Background: an optimization exercise with open tools, aiming at small area. Do not read the settings as production practice.
RTL that was checked went through simulation tests only; none was proved equivalent to the original.

==> flow/design.v <==
module reg_file_sb #(
  parameter int unsigned XLEN   = 32,
  parameter int unsigned NREGS  = 32,
  parameter int unsigned AW     = 5,
  parameter bit          BYPASS = 1'b1
) (
  input  logic            clk,
  input  logic            reset,
  input  logic [AW-1:0]   rs1_addr,
  input  logic [AW-1:0]   rs2_addr,
  output logic [XLEN-1:0] rs1_data,
  output logic [XLEN-1:0] rs2_data,
  output logic            rs1_busy,
  output logic            rs2_busy,
  input  logic            wb_en,
  input  logic [AW-1:0]   wb_addr,
  input  logic [XLEN-1:0] wb_data,
  input  logic            iss_en,
  input  logic [AW-1:0]   iss_addr,
  input  logic            flush,
  output logic            any_busy
);
  logic [NREGS-1:0][XLEN-1:0] regs_s;     
  logic [NREGS-1:0][XLEN-1:0] regs_d;
  logic [NREGS-1:0]           nbusy_q;    
  logic [NREGS-1:0]           nbusy_d;
  logic                       phase_q;
  logic                       nclr_q;
  always_ff @(posedge clk) begin
    for (int i = 1; i < NREGS; i++) regs_s[i] <= regs_d[i];
    nbusy_q <= nbusy_d | {{(NREGS-1){1'b0}}, 1'b1};
  end
  always_ff @(posedge clk or posedge reset) begin
    if (reset) begin
      phase_q <= 1'b1;
      nclr_q  <= 1'b0;
    end else begin
      phase_q <= !phase_q;
      nclr_q  <= 1'b1;
    end
  end
  localparam int unsigned NLO = 4;
  localparam int unsigned NHI = NREGS / NLO;
  logic [NLO-1:0] w_lo, i_lo, r1_lo, r2_lo;
  logic [NHI-1:0] w_hi, i_hi, r1_hi, r2_hi;
  logic byp1, byp2, nz1, nz2, rd_ok;
  rf_dec #(.W(2)) u_wlo  (.en(wb_en),  .a(wb_addr[1:0]),   .y(w_lo));
  rf_dec_ne #(.W(3)) u_whi (.a(wb_addr[4:2]),   .y(w_hi));
  rf_dec #(.W(2)) u_ilo  (.en(iss_en), .a(iss_addr[1:0]),  .y(i_lo));
  rf_dec_ne #(.W(3)) u_ihi (.a(iss_addr[4:2]),  .y(i_hi));
  rf_dec #(.W(2)) u_r1lo (.en(rd_ok),  .a(rs1_addr[1:0]),  .y(r1_lo));
  rf_dec_ne #(.W(3)) u_r1hi (.a(rs1_addr[4:2]),  .y(r1_hi));
  rf_dec #(.W(2)) u_r2lo (.en(rd_ok),  .a(rs2_addr[1:0]),  .y(r2_lo));
  rf_dec_ne #(.W(3)) u_r2hi (.a(rs2_addr[4:2]),  .y(r2_hi));
  logic [XLEN-1:0]  col_c;
  logic [NREGS-1:0] row_a, row_b, idec_n, bx_n;
  logic             flush_n;
  assign flush_n = !flush;
  for (genvar j = 0; j < XLEN; j++) begin : g_col
    rf_xor2 u_c (.a(wb_data[j]), .b(phase_q), .y(col_c[j]));
  end
  for (genvar i = 1; i < NREGS; i++) begin : g_row
    rf_nand2 u_b (.a(w_lo[i % NLO]), .b(w_hi[i / NLO]), .y(row_b[i]));
    rf_nand2 u_a (.a(row_b[i]), .b(nclr_q), .y(row_a[i]));
    for (genvar j = 0; j < XLEN; j++) begin : g_bit
      rf_oai22 u_wr (.a1(regs_s[i][j]), .a2(row_a[i]), .b1(col_c[j]), .b2(row_b[i]),
                     .y(regs_d[i][j]));
    end
    rf_nand2 u_i  (.a(i_lo[i % NLO]), .b(i_hi[i / NLO]), .y(idec_n[i]));
    rf_o21ai u_bx (.a1(nbusy_q[i]), .a2(row_a[i]), .b1(idec_n[i]), .y(bx_n[i]));
    rf_nand2 u_bn (.a(flush_n), .b(bx_n[i]), .y(nbusy_d[i]));
  end
  assign regs_d[0]  = '0;
  assign row_a[0]   = 1'b0;
  assign row_b[0]   = 1'b1;
  assign idec_n[0]  = 1'b1;
  assign bx_n[0]    = 1'b1;
  assign nbusy_d[0] = 1'b1;
  logic iw_eq;    
  rf_match u_iw (.en(iss_en), .a(iss_addr), .b(wb_addr), .y(iw_eq));
  rf_bypass u_byp1 (.wb_en(wb_en), .reset(reset), .wb_addr(wb_addr), .rs_addr(rs1_addr),
                    .byp(byp1), .nz(nz1));
  rf_bypass u_byp2 (.wb_en(wb_en), .reset(reset), .wb_addr(wb_addr), .rs_addr(rs2_addr),
                    .byp(byp2), .nz(nz2));
  assign rd_ok = !reset && nclr_q;
  logic [NREGS-1:0] s1_n, s2_n;
  assign s1_n[0] = !byp1;
  assign s2_n[0] = !byp2;
  for (genvar i = 1; i < NREGS; i++) begin : g_sel
    rf_nand3 u_s1 (.a(r1_lo[i % NLO]), .b(r1_hi[i / NLO]), .c(row_b[i]), .y(s1_n[i]));
    rf_nand3 u_s2 (.a(r2_lo[i % NLO]), .b(r2_hi[i / NLO]), .c(row_b[i]), .y(s2_n[i]));
  end
  logic k1, k2;
  assign k1 = !phase_q && (byp1 || (nz1 && rd_ok));
  assign k2 = !phase_q && (byp2 || (nz2 && rd_ok));
  for (genvar j = 0; j < XLEN; j++) begin : g_rd
    logic [NREGS-1:0] col;
    assign col[0] = col_c[j];
    for (genvar i = 1; i < NREGS; i++) begin : g_t
      assign col[i] = regs_s[i][j];
    end
    rf_rd_bit #(.N(NREGS)) u_rd1 (.t(col), .s_n(s1_n), .y(rs1_data[j]), .k(k1));
    rf_rd_bit #(.N(NREGS)) u_rd2 (.t(col), .s_n(s2_n), .y(rs2_data[j]), .k(k2));
  end
  logic [NREGS-1:0] bcol;
  assign bcol[0] = !iw_eq;
  assign bcol[NREGS-1:1] = nbusy_q[NREGS-1:1];
  rf_rd_sel #(.N(NREGS)) u_b1 (.t(bcol), .s_n(s1_n), .y(rs1_busy));
  rf_rd_sel #(.N(NREGS)) u_b2 (.t(bcol), .s_n(s2_n), .y(rs2_busy));
  rf_any_busy #(.N(NREGS - 1)) u_any (.nbusy(nbusy_q[NREGS-1:1]), .rd_ok(rd_ok), .y(any_busy));
endmodule
module rf_oai22 (
  input  logic a1,
  input  logic a2,
  input  logic b1,
  input  logic b2,
  output logic y
);
  assign y = !((a1 | a2) & (b1 | b2));
endmodule
module rf_o21ai (
  input  logic a1,
  input  logic a2,
  input  logic b1,
  output logic y
);
  assign y = !((a1 | a2) & b1);
endmodule
module rf_nand2 (
  input  logic a,
  input  logic b,
  output logic y
);
  assign y = !(a & b);
endmodule
module rf_nand3 (
  input  logic a,
  input  logic b,
  input  logic c,
  output logic y
);
  assign y = !(a & b & c);
endmodule
module rf_xor2 (
  input  logic a,
  input  logic b,
  output logic y
);
  assign y = a ^ b;
endmodule
module rf_or_reduce #(parameter int unsigned W = 16) (
  input  logic [W-1:0] a,
  output logic         y
);
  assign y = |a;
endmodule
module rf_dec #(parameter int unsigned W = 2) (
  input  logic             en,
  input  logic [W-1:0]     a,
  output logic [2**W-1:0]  y
);
  always_comb begin
    for (int i = 0; i < 2**W; i++) y[i] = en && (a == W'(i));
  end
endmodule
module rf_dec_ne #(parameter int unsigned W = 3) (
  input  logic [W-1:0]     a,
  output logic [2**W-1:0]  y
);
  always_comb begin
    for (int i = 0; i < 2**W; i++) y[i] = (a == W'(i));
  end
endmodule
module rf_match #(parameter int unsigned W = 5) (
  input  logic         en,
  input  logic [W-1:0] a,
  input  logic [W-1:0] b,
  output logic         y
);
  assign y = en && (a == b);
endmodule
module rf_bypass #(parameter int unsigned W = 5) (
  input  logic         wb_en,
  input  logic         reset,
  input  logic [W-1:0] wb_addr,
  input  logic [W-1:0] rs_addr,
  output logic         byp,
  output logic         nz
);
  assign nz  = |rs_addr;
  assign byp = wb_en && !reset && nz && (wb_addr == rs_addr);
endmodule
module rf_any_busy #(parameter int unsigned N = 31) (
  input  logic [N-1:0] nbusy,
  input  logic         rd_ok,
  output logic         y
);
  assign y = rd_ok && !(&nbusy);
endmodule
module rf_rd_sel #(parameter int unsigned N = 32) (
  input  logic [N-1:0] t,
  input  logic [N-1:0] s_n,
  output logic         y
);
  logic [N/2-1:0] pair;
  for (genvar p = 0; p < N/2; p++) begin : g_pair
    rf_oai22 u_pair (.a1(t[2*p]), .a2(s_n[2*p]), .b1(t[2*p+1]), .b2(s_n[2*p+1]), .y(pair[p]));
  end
  rf_or_reduce #(.W(N/2)) u_or (.a(pair), .y(y));
endmodule
module rf_rd_bit #(parameter int unsigned N = 32) (
  input  logic [N-1:0] t,
  input  logic [N-1:0] s_n,
  input  logic         k,
  output logic         y
);
  logic raw;
  rf_rd_sel #(.N(N)) u_sel (.t(t), .s_n(s_n), .y(raw));
  rf_xor2 u_fix (.a(raw), .b(k), .y(y));
endmodule
clock: 8.0 ns
lec_check: 0
cap_margin: 20
core_margin: 2
core_utilization: 55
place_density: 0.7
slew_margin: 20
synth_hierarchical: 1
standard.sh (not shown) runs the stock make flow with config.mk's settings and CLKGATE_MAP_FILE= SYNTH_SCRIPT=/design/flow/synth_recipe.tcl, a recipe that flattens the netlist after the stock synthesis.
==> flow/flow/run.sh <==
#!/bin/bash
# Layout flow: the standard ORFS flow (standard.sh), unchanged synthesis, with two
# settings changed:
#  - port buffers use sky130_fd_sc_hd__buf_2 instead of the resizer's default choice;
#  - clock tree synthesis does not insert dummy loads.
# Every tool's output goes to flow_make.log in the work folder (ORFS also keeps its own
# per-step logs under orfs/logs/).
set -euo pipefail
bash standard.sh \
  "BUFFER_PORTS_ARGS=-buffer_cell sky130_fd_sc_hd__buf_2" \
  "CTS_ARGS=-sink_clustering_enable -repair_clock_nets -dont_use_dummy_load -sink_clustering_size 16 -sink_clustering_max_diameter 50 -buf_list sky130_fd_sc_hd__clkbuf_8" \
  finish > flow_make.log 2>&1
Rerun with:
--- a/flow/design.v
+++ b/flow/design.v
@@ -26,17 +26,18 @@
   logic [NREGS-1:0]           nbusy_d;
   logic                       phase_q;
   logic                       nclr_q;
   always_ff @(posedge clk) begin
     for (int i = 1; i < NREGS; i++) regs_s[i] <= regs_d[i];
-    nbusy_q <= nbusy_d | {{(NREGS-1){1'b0}}, 1'b1};
   end
   always_ff @(posedge clk or posedge reset) begin
     if (reset) begin
+      nbusy_q <= '1;
       phase_q <= 1'b1;
       nclr_q  <= 1'b0;
     end else begin
+      nbusy_q <= nbusy_d | {{(NREGS-1){1'b0}}, 1'b1};
       phase_q <= !phase_q;
       nclr_q  <= 1'b1;
     end
   end
   localparam int unsigned NLO = 4;
@@ -105,11 +106,11 @@
   logic [NREGS-1:0] bcol;
   assign bcol[0] = !iw_eq;
   assign bcol[NREGS-1:1] = nbusy_q[NREGS-1:1];
   rf_rd_sel #(.N(NREGS)) u_b1 (.t(bcol), .s_n(s1_n), .y(rs1_busy));
   rf_rd_sel #(.N(NREGS)) u_b2 (.t(bcol), .s_n(s2_n), .y(rs2_busy));
-  rf_any_busy #(.N(NREGS - 1)) u_any (.nbusy(nbusy_q[NREGS-1:1]), .rd_ok(rd_ok), .y(any_busy));
+  rf_any_busy #(.N(NREGS - 1)) u_any (.nbusy(nbusy_q[NREGS-1:1]), .reset(reset), .y(any_busy));
 endmodule
 module rf_oai22 (
   input  logic a1,
   input  logic a2,
   input  logic b1,
@@ -190,14 +191,14 @@
   assign nz  = |rs_addr;
   assign byp = wb_en && !reset && nz && (wb_addr == rs_addr);
 endmodule
 module rf_any_busy #(parameter int unsigned N = 31) (
   input  logic [N-1:0] nbusy,
-  input  logic         rd_ok,
-  output logic         y
-);
-  assign y = rd_ok && !(&nbusy);
+  input  logic         reset,
+  output logic         y
+);
+  assign y = !reset && !(&nbusy);
 endmodule
 module rf_rd_sel #(parameter int unsigned N = 32) (
   input  logic [N-1:0] t,
   input  logic [N-1:0] s_n,
   output logic         y
Core utilization came out lower by 0.41 points.
Register-to-register slack improved by 0.06 ns.
Design area fell by about 0.46%.
Die area grows by 0.50%.
Via count came out higher by 2.2%.
The RTL of the first run of this note was laid out without a check of its function.

-- port drivers added, routing unchanged --
The results above use ideal ports. As a check the final layouts listed here were re-extracted and re-timed, cells and wires unchanged. Step 1, drivers: a clkbuf_16 drives clk and a buf_2 each remaining input, both assumed. Step 2 times the ports against the registers' clock, not the clock port: input delays grow and output delays shrink by t, the midpoint of the rising clock arrivals with the driver on. a / b / c = no drivers / after step 1 / after step 2; a / b = the first two.
run | shift t [ns] | slack for setup (ns) | clock arrival spread, ns | worst slew at a driven data input, ns | pins driven straight from the clock port
the first run | 0.799 | 0.320 / 0.261 / 0.261 | 0.093 / 0.092 | 0.14 | 1
the second run | 0.793 | 0.631 / 0.608 / 0.608 | 0.058 / 0.059 | 0.12 | 1
After both steps setup and hold are still met in every run listed. For the first run, which loses most, drivers alone change the setup slack by -0.059 ns; drivers and shift together by -0.059 ns.
